From an optimization exercise on the open Yosys and OpenROAD flow, aimed at small area and a short achievable clock period; shortcuts taken in it are not production practice.
The RTL was checked by simulation tests, not by an equivalence proof against the original design.
No activity file was given, so power comes from the tool's default toggle rates.

Setup of oak:
Design decodeStage, start of the top module:
module decodeStage (
	input wire logic                CLK,
	input wire logic                RESET,
	input wire logic                freeze,
	input wire decodePkg::instr_t   instr,
	input wire decodePkg::word_t    pca,          
	input wire decodePkg::word_t    cia,          
	input wire decodePkg::word_t    exResult,
	input wire logic                memWriteEn,
	input wire decodePkg::regAddr_t memWriteReg,
	input wire decodePkg::word_t    memData,
	input wire logic                wbWriteEn,
	input wire decodePkg::regAddr_t wbWriteReg,
	input wire decodePkg::word_t    wbData,
	output logic                    takenBranch,
	output decodePkg::word_t        nextPc,
	output decodePkg::word_t        aOut,
	output decodePkg::word_t        bOut,
	output decodePkg::word_t        storeData,
	output decodePkg::regAddr_t     writeReg,
	output logic                    writeBack,
	output logic                    memRead,
	output logic                    memWrite,
	output logic                    memToReg,
	output decodePkg::aluOp_t       aluOp,
	output decodePkg::shamt_t       shamt
);
	decodePkg::word_t opA;
	decodePkg::word_t rtValue;
	decodePkg::aluOp_t      ctrlAluOp;
	logic        ctrlRegWrite;
	logic        ctrlMemRead;
	logic        ctrlMemWrite;
	logic        ctrlMemToReg;
	logic        ctrlAluSrc;
	logic        ctrlLink;
	logic        ctrlJump;
	logic        ctrlJumpReg;
	decodePkg::branchCond_t ctrlBranchCond;
	decodePkg::regAddr_t    ctrlWriteReg;
	decodePkg::word_t       ctrlImm;
	instrDecoder decoder (
		.instr (instr),
		.aluOp      (ctrlAluOp),
		.regWrite   (ctrlRegWrite),
		.memRead    (ctrlMemRead),
		.memWrite   (ctrlMemWrite),
		.memToReg   (ctrlMemToReg),
		.aluSrc     (ctrlAluSrc),
		.link       (ctrlLink),
		.jump       (ctrlJump),
		.jumpReg    (ctrlJumpReg),
  ...
export LEC_CHECK = 0
export CAP_MARGIN = 20
export CORE_MARGIN = 2
export CORE_UTILIZATION = 50
export CTS_BUF_LIST = sky130_fd_sc_hd__clkbuf_8
export GPL_TIMING_DRIVEN = 0
export SETUP_SLACK_MARGIN = 1.0
export SLEW_MARGIN = 20
export SYNTH_HIERARCHICAL = 1
create_clock -name core_clock -period 8.0 [get_ports {CLK}]
standard.sh (not shown) runs the stock make flow with config.mk's settings and CLKGATE_MAP_FILE= SYNTH_SCRIPT=/design/flow/synth_recipe.tcl, a recipe that flattens the netlist after the stock synthesis.
==> flow/flow/run.sh <==
#!/bin/bash
# Standard layout, except that the port buffers are the smallest plain buffer
# (the resizer still upsizes any that need more drive).
set -euo pipefail
bash standard.sh synth > flow_synth.log 2>&1
bash standard.sh "BUFFER_PORTS_ARGS=-buffer_cell sky130_fd_sc_hd__buf_1" finish > flow_layout.log 2>&1
oak had finished all stages when the layout checks came back failing, citing capacitance limit, slew limit.
Here is what was changed in the inputs of pine compared with oak.
--- a/flow/config.mk
+++ b/flow/config.mk
@@ -11,3 +11,3 @@
 export CTS_BUF_LIST = sky130_fd_sc_hd__clkbuf_8
-export GPL_TIMING_DRIVEN = 0
+export GPL_TIMING_DRIVEN = 1
 export SETUP_SLACK_MARGIN = 1.0
- pine closes out successfully: all stages finished, all timing, DRC and antenna checks passed.
- Against oak, pine reports a switching fraction of total power that is lower.
- On global-route usage: between pine and oak, it ends up lower for pine.
- Relative to oak, the ratio of final minimum period to clock period of pine is lower by 0.55 points.
- Headroom to the max-slew limit: pine and oak compared, higher one is pine
- In the tables for pine and oak, setup slack after layout reads lower with oak.
Here is what was changed in the inputs of birch compared with pine.
--- a/flow/config.mk
+++ b/flow/config.mk
@@ -7,3 +7,3 @@
 export LEC_CHECK = 0
-export CAP_MARGIN = 20
+export CAP_MARGIN = 40
 export CORE_MARGIN = 2
@@ -13,3 +13,3 @@
 export SETUP_SLACK_MARGIN = 1.0
-export SLEW_MARGIN = 20
+export SLEW_MARGIN = 40
 export SYNTH_HIERARCHICAL = 1
## What came out
- Total power, birch vs pine: up slightly
- Wire length deteriorates in birch relative to pine.
- Taking pine as the reference, in birch cell area increased about 0.7%, power share of the clock group essentially unchanged, combinational group share of total power essentially unchanged, time the worst path needs with I/O delays and setup decreased 0.16 ns.
[inputs] maple vs birch
--- a/flow/config.mk
+++ b/flow/config.mk
@@ -12,3 +12,3 @@
 export GPL_TIMING_DRIVEN = 1
-export SETUP_SLACK_MARGIN = 1.0
+export SETUP_SLACK_MARGIN = 0.5
 export SLEW_MARGIN = 40
==> comparison <==
- No stage failed in maple, and the final checks on the layout all came back clean.
- Compared with birch, HPWL after detailed placement in maple decreased slightly.
- Looking at global-route usage over all layers, maple sits 0.46 points lower than birch does.
- In the flow results for maple and birch, the cell-internal power is smaller on birch.
- birch leaves more setup margin than maple.
- Comparing maple and birch, wire length is lower on maple.

[port drivers added, routing unchanged]
The results above use ideal ports. As a check the final layouts listed here were re-extracted and re-timed, cells and wires unchanged.
Step 1: set_driving_cell puts a clkbuf_16 on CLK and a buf_2 on each other input, an assumption about the parent block.
Step 2 adds t to the input delays and takes it off the output delays; t is the mean of the earliest and latest rising clock arrival at the registers after step 1. Input paths then give back, and output paths get back, about the clock's delay inside the block.
Three values: no drivers, after step 1, after step 2; two values: the first two.
run	t (ns)	setup slack, ns	worst setup path at the end	slew at the worst register clock pin (ns)	cell pins on the clock port's net
oak	0.949	0.505 / 0.419 / 0.419	input to output	0.07 / 0.07	1
pine	0.925	0.549 / 0.525 / 0.525	input to output	0.07 / 0.07	1
birch	0.918	0.705 / 0.679 / 0.679	input to output	0.07 / 0.07	1
maple	0.922	0.509 / 0.483 / 0.483	input to output	0.07 / 0.07	1
For oak, which loses most, drivers alone change the setup slack by -0.086 ns; drivers and shift together by -0.086 ns.
